This design comes from an exercise in tuning for small area, a short achievable clock period and few clock cycles on the open sky130 flow, not from production work.
Only simulation tests tie the RTL to the original design; equivalence was not proved.

==> run A: inputs <==
Design ecc_point_add, start of the top module:
module ecc_point_add #(
    parameter int WIDTH = 32
) (
    input  logic             i_clk,
    input  logic             i_rst_n,
    input  logic             i_start,
    input  logic [WIDTH-1:0] i_p,
    input  logic [WIDTH-1:0] i_x1,
    input  logic [WIDTH-1:0] i_y1,
    input  logic [WIDTH-1:0] i_x2,
    input  logic [WIDTH-1:0] i_y2,
    output logic [WIDTH-1:0] o_x3,
    output logic [WIDTH-1:0] o_y3,
    output logic [WIDTH-1:0] o_z3,
    output logic             o_done
);
Settings: LEC_CHECK=0, ABC_AREA=1, CAP_MARGIN=20, CORE_MARGIN=2, CORE_UTILIZATION=40, PLACE_DENSITY=0.6, SETUP_SLACK_MARGIN=5, SLEW_MARGIN=20; clock period 10.0 ns.
standard.sh (not shown) runs the stock make flow with config.mk's settings and CLKGATE_MAP_FILE= SYNTH_SCRIPT=/design/flow/synth_recipe.tcl, a recipe that flattens the netlist after the stock synthesis.
==> flow/flow/run.sh <==
#!/bin/bash
# Standard layout (the standard.sh: synthesis, floorplan, place, CTS,
# route, finish), with gate resizing not held to each cell's footprint.
set -euo pipefail
bash standard.sh MATCH_CELL_FOOTPRINT=0 finish > standard_make.log 2>&1
==> run R (differences from run A) <==
--- a/flow/design.v
+++ b/flow/design.v
@@ -19,16 +19,38 @@
     assign p1[5:1] = p0[5:1] & p0[4:0];
     assign g2[1:0] = g1[1:0];
     assign p2[1:0] = p1[1:0];
     assign g2[5:2] = g1[5:2] | (p1[5:2] & g1[3:0]);
     assign p2[5:2] = p1[5:2] & p1[3:0];
     assign c6 = g2[5] | (p2[5] & g2[1]);
     assign o_s = i_x[6] ^ i_y[6] ^ c6;
 endmodule
+module ecc_add7 (
+    input  logic [6:0] i_x,
+    input  logic [6:0] i_y,
+    output logic [6:0] o_s
+);
+    logic [6:0] g0, p0, h;
+    logic [6:0] g1, p1, g2, p2, g3;
+    assign g0 = i_x & i_y;
+    assign p0 = i_x | i_y;
+    assign h  = i_x ^ i_y;
+    assign g1[0]   = g0[0];
+    assign p1[0]   = p0[0];
+    assign g1[6:1] = g0[6:1] | (p0[6:1] & g0[5:0]);
+    assign p1[6:1] = p0[6:1] & p0[5:0];
+    assign g2[1:0] = g1[1:0];
+    assign p2[1:0] = p1[1:0];
+    assign g2[6:2] = g1[6:2] | (p1[6:2] & g1[4:0]);
+    assign p2[6:2] = p1[6:2] & p1[4:0];
+    assign g3[3:0] = g2[3:0];
+    assign g3[6:4] = g2[6:4] | (p2[6:4] & g2[2:0]);
+    assign o_s = h ^ {g3[5:0], 1'b0};
+endmodule
 module ecc_csa7 (
     input  logic [6:0] i_x,
     input  logic [6:0] i_y,
     input  logic [6:0] i_z,
     output logic [6:0] o_s,
     output logic [6:0] o_c
 );
     assign o_s = i_x ^ i_y ^ i_z;
@@ -62,43 +84,44 @@
     input  logic [31:0] i_pp0,
     input  logic        i_first,
     input  logic [6:0]  i_e10,
     input  logic [6:0]  i_e11,
     input  logic [6:0]  i_e12,
     input  logic [6:0]  i_e2,
     input  logic [4:0]  i_f1,
     input  logic [3:0]  i_f0,
-    input  logic [6:0]  i_km0,
-    input  logic [6:0]  i_km2,
-    input  logic [6:0]  i_kp0,
-    input  logic [6:0]  i_kp2,
-    input  logic [6:0]  i_kt0,
-    input  logic [6:0]  i_kt2,
     output logic [33:0] o_zs,
     output logic [33:0] o_zc
 );
     logic [6:0]  npt;
     logic [6:0]  z1t, gs, gc, g;
     logic [6:0]  v1m_h, v1p_h, v1t_h;
     logic [1:0]  q1e, q1, q2;           
     logic [1:0]  q2m, q2z, q2p, q2t, q2f;
     logic [6:0]  ef, efn;
     logic [33:0] v1, v2;
     logic        cin1, cin2;
     logic [33:0] t1s, t1c, t2s, t2c, t3s, t3c, t4s, t4c;
     assign npt = ~{3'b000, i_p[31:28]};
-    assign z1t = i_zs[33:27] + i_zc[33:27];
+    ecc_add7 z1t_i (.i_x(i_zs[33:27]), .i_y(i_zc[33:27]), .o_s(z1t));
     ecc_qsel q1_i (.i_s0(z1t), .i_c0(i_e10), .i_s1(z1t), .i_c1(i_e11), .i_s2(z1t), .i_c2(i_e12), .o_q(q1e));
     assign q1 = i_first ? 2'd1 : q1e;
     ecc_csa7 e2_i (.i_x(i_zs[32:26]), .i_y(i_zc[32:26]), .i_z(i_e2), .o_s(gs), .o_c(gc));
-    assign g = gs + gc;
+    ecc_add7 g_i (.i_x(gs), .i_y(gc), .o_s(g));
     assign v1m_h = {2'b00, i_p[31:27]};
     assign v1p_h = {2'b11, ~i_p[31:27]};
     assign v1t_h = {1'b1, ~i_p[31:26]};
+    logic [6:0] i_km0, i_km2, i_kp0, i_kp2, i_kt0, i_kt2;
+    assign i_km0 = v1m_h + 7'd5;
+    assign i_km2 = v1m_h + npt;
+    assign i_kp0 = v1p_h + 7'd5;
+    assign i_kp2 = v1p_h + npt;
+    assign i_kt0 = v1t_h + 7'd5;
+    assign i_kt2 = v1t_h + npt;
     ecc_qsel q2m_i (.i_s0(g), .i_c0(i_km0), .i_s1(g), .i_c1(v1m_h), .i_s2(g), .i_c2(i_km2), .o_q(q2m));
     ecc_qsel q2z_i (.i_s0(g), .i_c0(7'd5),  .i_s1(g), .i_c1(7'd0),  .i_s2(g), .i_c2(npt),   .o_q(q2z));
     ecc_qsel q2p_i (.i_s0(g), .i_c0(i_kp0), .i_s1(g), .i_c1(v1p_h), .i_s2(g), .i_c2(i_kp2), .o_q(q2p));
     ecc_qsel q2t_i (.i_s0(g), .i_c0(i_kt0), .i_s1(g), .i_c1(v1t_h), .i_s2(g), .i_c2(i_kt2), .o_q(q2t));
     assign ef  = {2'b00, i_f1} + {3'b000, i_f0};
     assign efn = ef + npt;
     assign q2f = efn[6] ? 2'd2 : 2'd3;
     always_comb begin
@@ -234,18 +257,17 @@
     logic          accept, stall, finish;
     logic          busy_n, dn_n;
     logic [5:0]    t_n;
     logic [1:0]    dph_n;
     logic [NF-1:0] f_n;
     logic [31:0] p_q, x1_q, y1_q, h_q, r_q, x3_q, y3_q;
     logic [33:0] zs1_q, zc1_q, zs2_q, zc2_q;
     assign accept = i_start & ~start_d & ~busy;
-    logic pn_q;
-    assign stall  = f[F_SUBR] & ~pn_q;
+    assign stall  = f[F_SUBR] & ~p_q[31];
     assign finish = (f[F_FIN] | f[F_DH]) & p_q[0];
     always_comb begin
         busy_n = busy;
         dn_n   = dn;
         t_n    = t;
         dph_n  = dph;
         if (accept) begin
             busy_n = 1'b1;
@@ -344,26 +366,16 @@
         end
     end
     logic [4:0] a1t, a2t;
     logic [3:0] b1s, b2s;
     logic [6:0] npt;
     logic [6:0] e1_10, e1_11, e1_12, e1_2, e2_10, e2_11, e2_12, e2_2;
     logic [6:0] e1_10d, e1_11d, e1_12d, e1_2d, e2_10d, e2_11d, e2_12d, e2_2d;
     assign npt = ~{3'b000, p_q[31:28]};
-    logic [6:0] k_m0, k_m2, k_p0, k_p2, k_t0, k_t2;
-    always_ff @(posedge i_clk) begin
-        pn_q <= p_q[31];
-        k_m0 <= {2'b00, p_q[31:27]} + 7'd5;
-        k_m2 <= {2'b00, p_q[31:27]} + npt;
-        k_p0 <= {2'b11, ~p_q[31:27]} + 7'd5;
-        k_p2 <= {2'b11, ~p_q[31:27]} + npt;
-        k_t0 <= {1'b1, ~p_q[31:26]} + 7'd5;
-        k_t2 <= {1'b1, ~p_q[31:26]} + npt;
-    end
     always_comb begin
         a1t = f[F_M1L1] ? h_q[31:27] : x3_q[31:27];
         if (f[F_M1L1])      b1s = x3_q[31:28];
         else if (f[F_M1L2]) b1s = h_q[31:28];
         else                b1s = y1_q[31:28];
         if (f[F_M2L1]) begin
             a2t = r_q[31:27];
             b2s = y3_q[31:28];
@@ -405,44 +417,32 @@
         .i_pp0   (m1_pp0),
         .i_first (f[F_M1F]),
         .i_e10   (e1_10),
         .i_e11   (e1_11),
         .i_e12   (e1_12),
         .i_e2    (e1_2),
         .i_f1    (a1t & {5{b1s[3]}}),
         .i_f0    (a1t[4:1] & {4{b1s[2]}}),
-        .i_km0   (k_m0),
-        .i_km2   (k_m2),
-        .i_kp0   (k_p0),
-        .i_kp2   (k_p2),
-        .i_kt0   (k_t0),
-        .i_kt2   (k_t2),
         .o_zs    (m1_zs),
         .o_zc    (m1_zc)
     );
     ecc_mul_r4 mul2_i (
         .i_p     (p_q),
         .i_zs    (zs2_q),
         .i_zc    (zc2_q),
         .i_pp1   (m2_pp1),
         .i_pp0   (m2_pp0),
         .i_first (f[F_M2F]),
         .i_e10   (e2_10),
         .i_e11   (e2_11),
         .i_e12   (e2_12),
         .i_e2    (e2_2),
         .i_f1    (a2t & {5{b2s[3]}}),
         .i_f0    (a2t[4:1] & {4{b2s[2]}}),
-        .i_km0   (k_m0),
-        .i_km2   (k_m2),
-        .i_kp0   (k_p0),
-        .i_kp2   (k_p2),
-        .i_kt0   (k_t0),
-        .i_kt2   (k_t2),
         .o_zs    (m2_zs),
         .o_zc    (m2_zc)
     );
     logic [33:0] cv_u, cv_w;
     logic        cv_cin;
     logic [5:0] cs_u, cs_u_n;
     logic [6:0] cs_w, cs_w_n;
     logic       cs_c, cs_c_n;
@@ -511,17 +511,17 @@
         y1_q <= y1_d;
         if (!busy) begin
             p_q   <= i_p;
             zs1_q <= {2'b00, i_x2};
             zc1_q <= '0;
             zs2_q <= {2'b00, i_y2};
             zc2_q <= '0;
         end else begin
-            if (stall & ~p_q[31]) p_q <= {p_q[30:0], 1'b0};
+            if (stall)           p_q <= {p_q[30:0], 1'b0};
             else if (f[F_DSH])   p_q <= {1'b0, p_q[31:1]};
             if (f[F_SUBH] | f[F_CV1HH] | f[F_CV1HHH] | f[F_CV1W]) begin
                 zs1_q <= '0;
                 zc1_q <= '0;
             end else if (f[F_M1] & go) begin
                 zs1_q <= m1_zs;
                 zc1_q <= m1_zc;
             end
Settings changed: ABC_AREA 1 to not set, SYNTH_HIERARCHICAL set to 1, SYNTH_MINIMUM_KEEP_SIZE set to 0.
==> results.txt <==
quantity                                                                        run R                    run A
Net count of the finished layout                                                 6297                     6315
XOR/XNOR Fraction of Synth Area                                                 4.45%                    2.46%
Adder-cell share of the synthesized area                                        19.1%                    18.9%
Filler instances                                                                10000                    10200
Share of post-route cells with drive strength above 1                           21.1%                    11.6%
Horizontal die dimension                                                       339 µm                   331 µm
Num sequential                                                                    464                      503
Die area                                                                   115000 µm²               109000 µm²
Worst endpoint required time                                                 10450 ps                 10430 ps
Outcome                                                       complete, no violations  complete, no violations
Critical Path End                                                 zs2_q[24]$_DFFE_PP_      zs1_q[25]$_DFFE_PP_
Maximum number of pins on one net before global-route repair                       79                       67
Number of combinational gates with multiple inputs                               3867                     3927
Testbench counts of run A, summed over its fixed seeds: cycles 11,328.
Testbench counts of run R, summed over its fixed seeds: cycles 11,328.

========
==> job 6963 <==
RTL: one of the versions met above, not the one the previous note started from.
clock: 10.0 ns
lec_check: 0
cap_margin: 20
core_margin: 2
core_utilization: 40
place_density: 0.6
setup_slack_margin: 5
slew_margin: 20
Scripts as last shown in full above: flow/flow/run.sh
==> job 2575: changes against job 6963 <==
--- a/flow/design.v
+++ b/flow/design.v
@@ -21,34 +21,12 @@
     assign p2[1:0] = p1[1:0];
     assign g2[5:2] = g1[5:2] | (p1[5:2] & g1[3:0]);
     assign p2[5:2] = p1[5:2] & p1[3:0];
     assign c6 = g2[5] | (p2[5] & g2[1]);
     assign o_s = i_x[6] ^ i_y[6] ^ c6;
 endmodule
-module ecc_add7 (
-    input  logic [6:0] i_x,
-    input  logic [6:0] i_y,
-    output logic [6:0] o_s
-);
-    logic [6:0] g0, p0, h;
-    logic [6:0] g1, p1, g2, p2, g3;
-    assign g0 = i_x & i_y;
-    assign p0 = i_x | i_y;
-    assign h  = i_x ^ i_y;
-    assign g1[0]   = g0[0];
-    assign p1[0]   = p0[0];
-    assign g1[6:1] = g0[6:1] | (p0[6:1] & g0[5:0]);
-    assign p1[6:1] = p0[6:1] & p0[5:0];
-    assign g2[1:0] = g1[1:0];
-    assign p2[1:0] = p1[1:0];
-    assign g2[6:2] = g1[6:2] | (p1[6:2] & g1[4:0]);
-    assign p2[6:2] = p1[6:2] & p1[4:0];
-    assign g3[3:0] = g2[3:0];
-    assign g3[6:4] = g2[6:4] | (p2[6:4] & g2[2:0]);
-    assign o_s = h ^ {g3[5:0], 1'b0};
-endmodule
 module ecc_csa7 (
     input  logic [6:0] i_x,
     input  logic [6:0] i_y,
     input  logic [6:0] i_z,
     output logic [6:0] o_s,
     output logic [6:0] o_c
@@ -86,44 +64,71 @@
     input  logic [6:0]  i_e10,
     input  logic [6:0]  i_e11,
     input  logic [6:0]  i_e12,
     input  logic [6:0]  i_e2,
     input  logic [4:0]  i_f1,
     input  logic [3:0]  i_f0,
+    input  logic [6:0]  i_km0,
+    input  logic [6:0]  i_km2,
+    input  logic [6:0]  i_kp0,
+    input  logic [6:0]  i_kp2,
+    input  logic [6:0]  i_kt0,
+    input  logic [6:0]  i_kt2,
     output logic [33:0] o_zs,
     output logic [33:0] o_zc
 );
     logic [6:0]  npt;
-    logic [6:0]  z1t, gs, gc, g;
+    logic [6:0]  s10, c10, s11, c11, s12, c12;
+    logic [6:0]  gs, gc;
     logic [6:0]  v1m_h, v1p_h, v1t_h;
+    logic [6:0]  km0, km1, km2, kp0, kp1, kp2, kt0, kt1, kt2, kz2;
+    logic [6:0]  ms0, mc0, ms1, mc1, ms2, mc2;
+    logic [6:0]  zs0, zc0, zs2, zc2;
+    logic [6:0]  ps0, pc0, ps1, pc1, ps2, pc2;
+    logic [6:0]  ts0, tc0, ts1, tc1, ts2, tc2;
+    logic [6:0]  ef, efn;
     logic [1:0]  q1e, q1, q2;           
     logic [1:0]  q2m, q2z, q2p, q2t, q2f;
-    logic [6:0]  ef, efn;
     logic [33:0] v1, v2;
     logic        cin1, cin2;
     logic [33:0] t1s, t1c, t2s, t2c, t3s, t3c, t4s, t4c;
     assign npt = ~{3'b000, i_p[31:28]};
-    ecc_add7 z1t_i (.i_x(i_zs[33:27]), .i_y(i_zc[33:27]), .o_s(z1t));
-    ecc_qsel q1_i (.i_s0(z1t), .i_c0(i_e10), .i_s1(z1t), .i_c1(i_e11), .i_s2(z1t), .i_c2(i_e12), .o_q(q1e));
+    ecc_csa7 e10_i (.i_x(i_zs[33:27]), .i_y(i_zc[33:27]), .i_z(i_e10), .o_s(s10), .o_c(c10));
+    ecc_csa7 e11_i (.i_x(i_zs[33:27]), .i_y(i_zc[33:27]), .i_z(i_e11), .o_s(s11), .o_c(c11));
+    ecc_csa7 e12_i (.i_x(i_zs[33:27]), .i_y(i_zc[33:27]), .i_z(i_e12), .o_s(s12), .o_c(c12));
+    ecc_qsel q1_i (.i_s0(s10), .i_c0(c10), .i_s1(s11), .i_c1(c11), .i_s2(s12), .i_c2(c12), .o_q(q1e));
     assign q1 = i_first ? 2'd1 : q1e;
     ecc_csa7 e2_i (.i_x(i_zs[32:26]), .i_y(i_zc[32:26]), .i_z(i_e2), .o_s(gs), .o_c(gc));
-    ecc_add7 g_i (.i_x(gs), .i_y(gc), .o_s(g));
     assign v1m_h = {2'b00, i_p[31:27]};
     assign v1p_h = {2'b11, ~i_p[31:27]};
     assign v1t_h = {1'b1, ~i_p[31:26]};
-    logic [6:0] i_km0, i_km2, i_kp0, i_kp2, i_kt0, i_kt2;
-    assign i_km0 = v1m_h + 7'd5;
-    assign i_km2 = v1m_h + npt;
-    assign i_kp0 = v1p_h + 7'd5;
-    assign i_kp2 = v1p_h + npt;
-    assign i_kt0 = v1t_h + 7'd5;
-    assign i_kt2 = v1t_h + npt;
-    ecc_qsel q2m_i (.i_s0(g), .i_c0(i_km0), .i_s1(g), .i_c1(v1m_h), .i_s2(g), .i_c2(i_km2), .o_q(q2m));
-    ecc_qsel q2z_i (.i_s0(g), .i_c0(7'd5),  .i_s1(g), .i_c1(7'd0),  .i_s2(g), .i_c2(npt),   .o_q(q2z));
-    ecc_qsel q2p_i (.i_s0(g), .i_c0(i_kp0), .i_s1(g), .i_c1(v1p_h), .i_s2(g), .i_c2(i_kp2), .o_q(q2p));
-    ecc_qsel q2t_i (.i_s0(g), .i_c0(i_kt0), .i_s1(g), .i_c1(v1t_h), .i_s2(g), .i_c2(i_kt2), .o_q(q2t));
+    assign km0 = i_km0;
+    assign km1 = v1m_h;
+    assign km2 = i_km2;
+    assign kp0 = i_kp0;
+    assign kp1 = v1p_h;
+    assign kp2 = i_kp2;
+    assign kt0 = i_kt0;
+    assign kt1 = v1t_h;
+    assign kt2 = i_kt2;
+    assign kz2 = npt;
+    ecc_csa7 m0_i (.i_x(gs), .i_y(gc), .i_z(km0), .o_s(ms0), .o_c(mc0));
+    ecc_csa7 m1_i (.i_x(gs), .i_y(gc), .i_z(km1), .o_s(ms1), .o_c(mc1));
+    ecc_csa7 m2_i (.i_x(gs), .i_y(gc), .i_z(km2), .o_s(ms2), .o_c(mc2));
+    ecc_csa7 z0_i (.i_x(gs), .i_y(gc), .i_z(7'd5), .o_s(zs0), .o_c(zc0));
+    ecc_csa7 z2_i (.i_x(gs), .i_y(gc), .i_z(kz2), .o_s(zs2), .o_c(zc2));
+    ecc_csa7 p0_i (.i_x(gs), .i_y(gc), .i_z(kp0), .o_s(ps0), .o_c(pc0));
+    ecc_csa7 p1_i (.i_x(gs), .i_y(gc), .i_z(kp1), .o_s(ps1), .o_c(pc1));
+    ecc_csa7 p2_i (.i_x(gs), .i_y(gc), .i_z(kp2), .o_s(ps2), .o_c(pc2));
+    ecc_csa7 t0_i (.i_x(gs), .i_y(gc), .i_z(kt0), .o_s(ts0), .o_c(tc0));
+    ecc_csa7 t1_i (.i_x(gs), .i_y(gc), .i_z(kt1), .o_s(ts1), .o_c(tc1));
+    ecc_csa7 t2_i (.i_x(gs), .i_y(gc), .i_z(kt2), .o_s(ts2), .o_c(tc2));
+    ecc_qsel q2m_i (.i_s0(ms0), .i_c0(mc0), .i_s1(ms1), .i_c1(mc1), .i_s2(ms2), .i_c2(mc2), .o_q(q2m));
+    ecc_qsel q2z_i (.i_s0(zs0), .i_c0(zc0), .i_s1(gs),  .i_c1(gc),  .i_s2(zs2), .i_c2(zc2), .o_q(q2z));
+    ecc_qsel q2p_i (.i_s0(ps0), .i_c0(pc0), .i_s1(ps1), .i_c1(pc1), .i_s2(ps2), .i_c2(pc2), .o_q(q2p));
+    ecc_qsel q2t_i (.i_s0(ts0), .i_c0(tc0), .i_s1(ts1), .i_c1(tc1), .i_s2(ts2), .i_c2(tc2), .o_q(q2t));
     assign ef  = {2'b00, i_f1} + {3'b000, i_f0};
     assign efn = ef + npt;
     assign q2f = efn[6] ? 2'd2 : 2'd3;
     always_comb begin
         case (q1)
             2'd0:    q2 = q2m;
@@ -259,13 +264,14 @@
     logic [5:0]    t_n;
     logic [1:0]    dph_n;
     logic [NF-1:0] f_n;
     logic [31:0] p_q, x1_q, y1_q, h_q, r_q, x3_q, y3_q;
     logic [33:0] zs1_q, zc1_q, zs2_q, zc2_q;
     assign accept = i_start & ~start_d & ~busy;
-    assign stall  = f[F_SUBR] & ~p_q[31];
+    logic pn_q;
+    assign stall  = f[F_SUBR] & ~pn_q;
     assign finish = (f[F_FIN] | f[F_DH]) & p_q[0];
     always_comb begin
         busy_n = busy;
         dn_n   = dn;
         t_n    = t;
         dph_n  = dph;
@@ -368,12 +374,22 @@
     logic [4:0] a1t, a2t;
     logic [3:0] b1s, b2s;
     logic [6:0] npt;
     logic [6:0] e1_10, e1_11, e1_12, e1_2, e2_10, e2_11, e2_12, e2_2;
     logic [6:0] e1_10d, e1_11d, e1_12d, e1_2d, e2_10d, e2_11d, e2_12d, e2_2d;
     assign npt = ~{3'b000, p_q[31:28]};
+    logic [6:0] k_m0, k_m2, k_p0, k_p2, k_t0, k_t2;
+    always_ff @(posedge i_clk) begin
+        pn_q <= p_q[31];
+        k_m0 <= {2'b00, p_q[31:27]} + 7'd5;
+        k_m2 <= {2'b00, p_q[31:27]} + npt;
+        k_p0 <= {2'b11, ~p_q[31:27]} + 7'd5;
+        k_p2 <= {2'b11, ~p_q[31:27]} + npt;
+        k_t0 <= {1'b1, ~p_q[31:26]} + 7'd5;
+        k_t2 <= {1'b1, ~p_q[31:26]} + npt;
+    end
     always_comb begin
         a1t = f[F_M1L1] ? h_q[31:27] : x3_q[31:27];
         if (f[F_M1L1])      b1s = x3_q[31:28];
         else if (f[F_M1L2]) b1s = h_q[31:28];
         else                b1s = y1_q[31:28];
         if (f[F_M2L1]) begin
@@ -419,12 +435,18 @@
         .i_e10   (e1_10),
         .i_e11   (e1_11),
         .i_e12   (e1_12),
         .i_e2    (e1_2),
         .i_f1    (a1t & {5{b1s[3]}}),
         .i_f0    (a1t[4:1] & {4{b1s[2]}}),
+        .i_km0   (k_m0),
+        .i_km2   (k_m2),
+        .i_kp0   (k_p0),
+        .i_kp2   (k_p2),
+        .i_kt0   (k_t0),
+        .i_kt2   (k_t2),
         .o_zs    (m1_zs),
         .o_zc    (m1_zc)
     );
     ecc_mul_r4 mul2_i (
         .i_p     (p_q),
         .i_zs    (zs2_q),
@@ -435,12 +457,18 @@
         .i_e10   (e2_10),
         .i_e11   (e2_11),
         .i_e12   (e2_12),
         .i_e2    (e2_2),
         .i_f1    (a2t & {5{b2s[3]}}),
         .i_f0    (a2t[4:1] & {4{b2s[2]}}),
+        .i_km0   (k_m0),
+        .i_km2   (k_m2),
+        .i_kp0   (k_p0),
+        .i_kp2   (k_p2),
+        .i_kt0   (k_t0),
+        .i_kt2   (k_t2),
         .o_zs    (m2_zs),
         .o_zc    (m2_zc)
     );
     logic [33:0] cv_u, cv_w;
     logic        cv_cin;
     logic [5:0] cs_u, cs_u_n;
@@ -513,13 +541,13 @@
             p_q   <= i_p;
             zs1_q <= {2'b00, i_x2};
             zc1_q <= '0;
             zs2_q <= {2'b00, i_y2};
             zc2_q <= '0;
         end else begin
-            if (stall)           p_q <= {p_q[30:0], 1'b0};
+            if (stall & ~p_q[31]) p_q <= {p_q[30:0], 1'b0};
             else if (f[F_DSH])   p_q <= {1'b0, p_q[31:1]};
             if (f[F_SUBH] | f[F_CV1HH] | f[F_CV1HHH] | f[F_CV1W]) begin
                 zs1_q <= '0;
                 zc1_q <= '0;
             end else if (f[F_M1] & go) begin
                 zs1_q <= m1_zs;
==> flow/run.sh (new file) <==
#!/bin/bash
# synth_recipe.tcl (not shown) runs the flow's synth.tcl, then flattens the netlist and writes it again
# the make line also repeats each setting of config.mk as NAME=value (left out here)
make -C /OpenROAD-flow-scripts/flow DESIGN_CONFIG=/design/flow/config.mk WORK_HOME=/design/flow/orfs CLKGATE_MAP_FILE= SYNTH_SCRIPT=/design/flow/synth_recipe.tcl finish
- SETUP_SLACK_MARGIN: 5 -> 4
removed: flow/flow/run.sh
removed: flow/standard.sh
==> job 9731: changes against job 6963 <==
--- a/flow/design.v
+++ b/flow/design.v
@@ -21,34 +21,12 @@
     assign p2[1:0] = p1[1:0];
     assign g2[5:2] = g1[5:2] | (p1[5:2] & g1[3:0]);
     assign p2[5:2] = p1[5:2] & p1[3:0];
     assign c6 = g2[5] | (p2[5] & g2[1]);
     assign o_s = i_x[6] ^ i_y[6] ^ c6;
 endmodule
-module ecc_add7 (
-    input  logic [6:0] i_x,
-    input  logic [6:0] i_y,
-    output logic [6:0] o_s
-);
-    logic [6:0] g0, p0, h;
-    logic [6:0] g1, p1, g2, p2, g3;
-    assign g0 = i_x & i_y;
-    assign p0 = i_x | i_y;
-    assign h  = i_x ^ i_y;
-    assign g1[0]   = g0[0];
-    assign p1[0]   = p0[0];
-    assign g1[6:1] = g0[6:1] | (p0[6:1] & g0[5:0]);
-    assign p1[6:1] = p0[6:1] & p0[5:0];
-    assign g2[1:0] = g1[1:0];
-    assign p2[1:0] = p1[1:0];
-    assign g2[6:2] = g1[6:2] | (p1[6:2] & g1[4:0]);
-    assign p2[6:2] = p1[6:2] & p1[4:0];
-    assign g3[3:0] = g2[3:0];
-    assign g3[6:4] = g2[6:4] | (p2[6:4] & g2[2:0]);
-    assign o_s = h ^ {g3[5:0], 1'b0};
-endmodule
 module ecc_csa7 (
     input  logic [6:0] i_x,
     input  logic [6:0] i_y,
     input  logic [6:0] i_z,
     output logic [6:0] o_s,
     output logic [6:0] o_c
@@ -86,12 +64,18 @@
     input  logic [6:0]  i_e10,
     input  logic [6:0]  i_e11,
     input  logic [6:0]  i_e12,
     input  logic [6:0]  i_e2,
     input  logic [4:0]  i_f1,
     input  logic [3:0]  i_f0,
+    input  logic [6:0]  i_km0,
+    input  logic [6:0]  i_km2,
+    input  logic [6:0]  i_kp0,
+    input  logic [6:0]  i_kp2,
+    input  logic [6:0]  i_kt0,
+    input  logic [6:0]  i_kt2,
     output logic [33:0] o_zs,
     output logic [33:0] o_zc
 );
     logic [6:0]  npt;
     logic [6:0]  z1t, gs, gc, g;
     logic [6:0]  v1m_h, v1p_h, v1t_h;
@@ -99,27 +83,20 @@
     logic [1:0]  q2m, q2z, q2p, q2t, q2f;
     logic [6:0]  ef, efn;
     logic [33:0] v1, v2;
     logic        cin1, cin2;
     logic [33:0] t1s, t1c, t2s, t2c, t3s, t3c, t4s, t4c;
     assign npt = ~{3'b000, i_p[31:28]};
-    ecc_add7 z1t_i (.i_x(i_zs[33:27]), .i_y(i_zc[33:27]), .o_s(z1t));
+    assign z1t = i_zs[33:27] + i_zc[33:27];
     ecc_qsel q1_i (.i_s0(z1t), .i_c0(i_e10), .i_s1(z1t), .i_c1(i_e11), .i_s2(z1t), .i_c2(i_e12), .o_q(q1e));
     assign q1 = i_first ? 2'd1 : q1e;
     ecc_csa7 e2_i (.i_x(i_zs[32:26]), .i_y(i_zc[32:26]), .i_z(i_e2), .o_s(gs), .o_c(gc));
-    ecc_add7 g_i (.i_x(gs), .i_y(gc), .o_s(g));
+    assign g = gs + gc;
     assign v1m_h = {2'b00, i_p[31:27]};
     assign v1p_h = {2'b11, ~i_p[31:27]};
     assign v1t_h = {1'b1, ~i_p[31:26]};
-    logic [6:0] i_km0, i_km2, i_kp0, i_kp2, i_kt0, i_kt2;
-    assign i_km0 = v1m_h + 7'd5;
-    assign i_km2 = v1m_h + npt;
-    assign i_kp0 = v1p_h + 7'd5;
-    assign i_kp2 = v1p_h + npt;
-    assign i_kt0 = v1t_h + 7'd5;
-    assign i_kt2 = v1t_h + npt;
     ecc_qsel q2m_i (.i_s0(g), .i_c0(i_km0), .i_s1(g), .i_c1(v1m_h), .i_s2(g), .i_c2(i_km2), .o_q(q2m));
     ecc_qsel q2z_i (.i_s0(g), .i_c0(7'd5),  .i_s1(g), .i_c1(7'd0),  .i_s2(g), .i_c2(npt),   .o_q(q2z));
     ecc_qsel q2p_i (.i_s0(g), .i_c0(i_kp0), .i_s1(g), .i_c1(v1p_h), .i_s2(g), .i_c2(i_kp2), .o_q(q2p));
     ecc_qsel q2t_i (.i_s0(g), .i_c0(i_kt0), .i_s1(g), .i_c1(v1t_h), .i_s2(g), .i_c2(i_kt2), .o_q(q2t));
     assign ef  = {2'b00, i_f1} + {3'b000, i_f0};
     assign efn = ef + npt;
@@ -259,13 +236,14 @@
     logic [5:0]    t_n;
     logic [1:0]    dph_n;
     logic [NF-1:0] f_n;
     logic [31:0] p_q, x1_q, y1_q, h_q, r_q, x3_q, y3_q;
     logic [33:0] zs1_q, zc1_q, zs2_q, zc2_q;
     assign accept = i_start & ~start_d & ~busy;
-    assign stall  = f[F_SUBR] & ~p_q[31];
+    logic pn_q;
+    assign stall  = f[F_SUBR] & ~pn_q;
     assign finish = (f[F_FIN] | f[F_DH]) & p_q[0];
     always_comb begin
         busy_n = busy;
         dn_n   = dn;
         t_n    = t;
         dph_n  = dph;
@@ -368,12 +346,22 @@
     logic [4:0] a1t, a2t;
     logic [3:0] b1s, b2s;
     logic [6:0] npt;
     logic [6:0] e1_10, e1_11, e1_12, e1_2, e2_10, e2_11, e2_12, e2_2;
     logic [6:0] e1_10d, e1_11d, e1_12d, e1_2d, e2_10d, e2_11d, e2_12d, e2_2d;
     assign npt = ~{3'b000, p_q[31:28]};
+    logic [6:0] k_m0, k_m2, k_p0, k_p2, k_t0, k_t2;
+    always_ff @(posedge i_clk) begin
+        pn_q <= p_q[31];
+        k_m0 <= {2'b00, p_q[31:27]} + 7'd5;
+        k_m2 <= {2'b00, p_q[31:27]} + npt;
+        k_p0 <= {2'b11, ~p_q[31:27]} + 7'd5;
+        k_p2 <= {2'b11, ~p_q[31:27]} + npt;
+        k_t0 <= {1'b1, ~p_q[31:26]} + 7'd5;
+        k_t2 <= {1'b1, ~p_q[31:26]} + npt;
+    end
     always_comb begin
         a1t = f[F_M1L1] ? h_q[31:27] : x3_q[31:27];
         if (f[F_M1L1])      b1s = x3_q[31:28];
         else if (f[F_M1L2]) b1s = h_q[31:28];
         else                b1s = y1_q[31:28];
         if (f[F_M2L1]) begin
@@ -419,12 +407,18 @@
         .i_e10   (e1_10),
         .i_e11   (e1_11),
         .i_e12   (e1_12),
         .i_e2    (e1_2),
         .i_f1    (a1t & {5{b1s[3]}}),
         .i_f0    (a1t[4:1] & {4{b1s[2]}}),
+        .i_km0   (k_m0),
+        .i_km2   (k_m2),
+        .i_kp0   (k_p0),
+        .i_kp2   (k_p2),
+        .i_kt0   (k_t0),
+        .i_kt2   (k_t2),
         .o_zs    (m1_zs),
         .o_zc    (m1_zc)
     );
     ecc_mul_r4 mul2_i (
         .i_p     (p_q),
         .i_zs    (zs2_q),
@@ -435,12 +429,18 @@
         .i_e10   (e2_10),
         .i_e11   (e2_11),
         .i_e12   (e2_12),
         .i_e2    (e2_2),
         .i_f1    (a2t & {5{b2s[3]}}),
         .i_f0    (a2t[4:1] & {4{b2s[2]}}),
+        .i_km0   (k_m0),
+        .i_km2   (k_m2),
+        .i_kp0   (k_p0),
+        .i_kp2   (k_p2),
+        .i_kt0   (k_t0),
+        .i_kt2   (k_t2),
         .o_zs    (m2_zs),
         .o_zc    (m2_zc)
     );
     logic [33:0] cv_u, cv_w;
     logic        cv_cin;
     logic [5:0] cs_u, cs_u_n;
@@ -513,21 +513,16 @@
             p_q   <= i_p;
             zs1_q <= {2'b00, i_x2};
             zc1_q <= '0;
             zs2_q <= {2'b00, i_y2};
             zc2_q <= '0;
         end else begin
-            if (stall)           p_q <= {p_q[30:0], 1'b0};
+            if (stall & ~p_q[31]) p_q <= {p_q[30:0], 1'b0};
             else if (f[F_DSH])   p_q <= {1'b0, p_q[31:1]};
-            if (f[F_SUBH] | f[F_CV1HH] | f[F_CV1HHH] | f[F_CV1W]) begin
-                zs1_q <= '0;
-                zc1_q <= '0;
-            end else if (f[F_M1] & go) begin
-                zs1_q <= m1_zs;
-                zc1_q <= m1_zc;
-            end
+            zs1_q <= m1_zs & {34{f[F_M1] & go}};
+            zc1_q <= m1_zc & {34{f[F_M1] & go}};
             if ((f[F_SUBR] & go) | f[F_CV2RR] | f[F_CV2V] | f[F_CV2RT]) begin
                 zs2_q <= '0;
                 zc2_q <= '0;
             end else if (f[F_M2]) begin
                 zs2_q <= m2_zs;
                 zc2_q <= m2_zc;
- ABC_AREA: not set -> 1
==> results.txt <==
- Clock skew, lowest first: job 2575, job 6963, job 9731.
- Job 2575 produced a clean layout. Job 9731 ran to the end with no violations. Job 6963 passed the timing, DRC and antenna checks.
- Against job 9731, the critical path depth of job 2575 is lower by 6.
- Of job 6963 and job 2575, job 2575 has the higher area after synthesis (gap 8.3%, measured against job 2575).
- Of job 9731 and job 2575, job 9731 has the higher synthesized cell count (gap about 15%, measured against job 2575).
- The lowest die area belongs to job 6963, the highest to job 2575.
- In job 2575 the setup slack is worse than in job 9731, by 980 ps.
Testbench counts of job 6963, summed over its fixed seeds: cycles 11,328.
Testbench counts of job 2575, summed over its fixed seeds: cycles 11,328.
Testbench counts of job 9731, summed over its fixed seeds: cycles 11,328.

-- static timing again, ports no longer ideal --
The flow's constraints put no driver on any port. The routed layouts listed below were extracted and timed again, unchanged, in two steps.
Step 1 sets driving cells, clkbuf_16 on the clock port and buf_2 on the other inputs (assumed; they add their load-dependent delay and slew).
Step 2 also shifts input and output timing later by t, the mid clock arrival at the registers, as if the neighbouring blocks saw the same clock.
Slacks: ideal ports / drivers / drivers and shift; pairs: ideal ports / drivers.
| run | t, ns | setup slack, ns | worst setup path at the end | clock arrival spread, ns |
|---|---|---|---|---|
| run A | 0.750 | 4.971 / 4.971 / 4.971 | register to register | 0.046 / 0.047 |
| run R | 0.754 | 4.465 / 4.465 / 4.465 | register to register | 0.020 / 0.021 |
| job 6963 | 0.744 | 4.492 / 4.492 / 4.492 | register to register | 0.042 / 0.042 |
| job 2575 | 0.702 | 4.031 / 4.031 / 4.031 | register to register | 0.037 / 0.037 |
| job 9731 | 0.713 | 5.010 / 5.010 / 4.854 | input to register | 0.053 / 0.053 |
After both steps every run listed still meets setup and hold. The setup slack of job 9731, which loses most, moves by 0.000 ns with the drivers and by -0.156 ns with both steps.
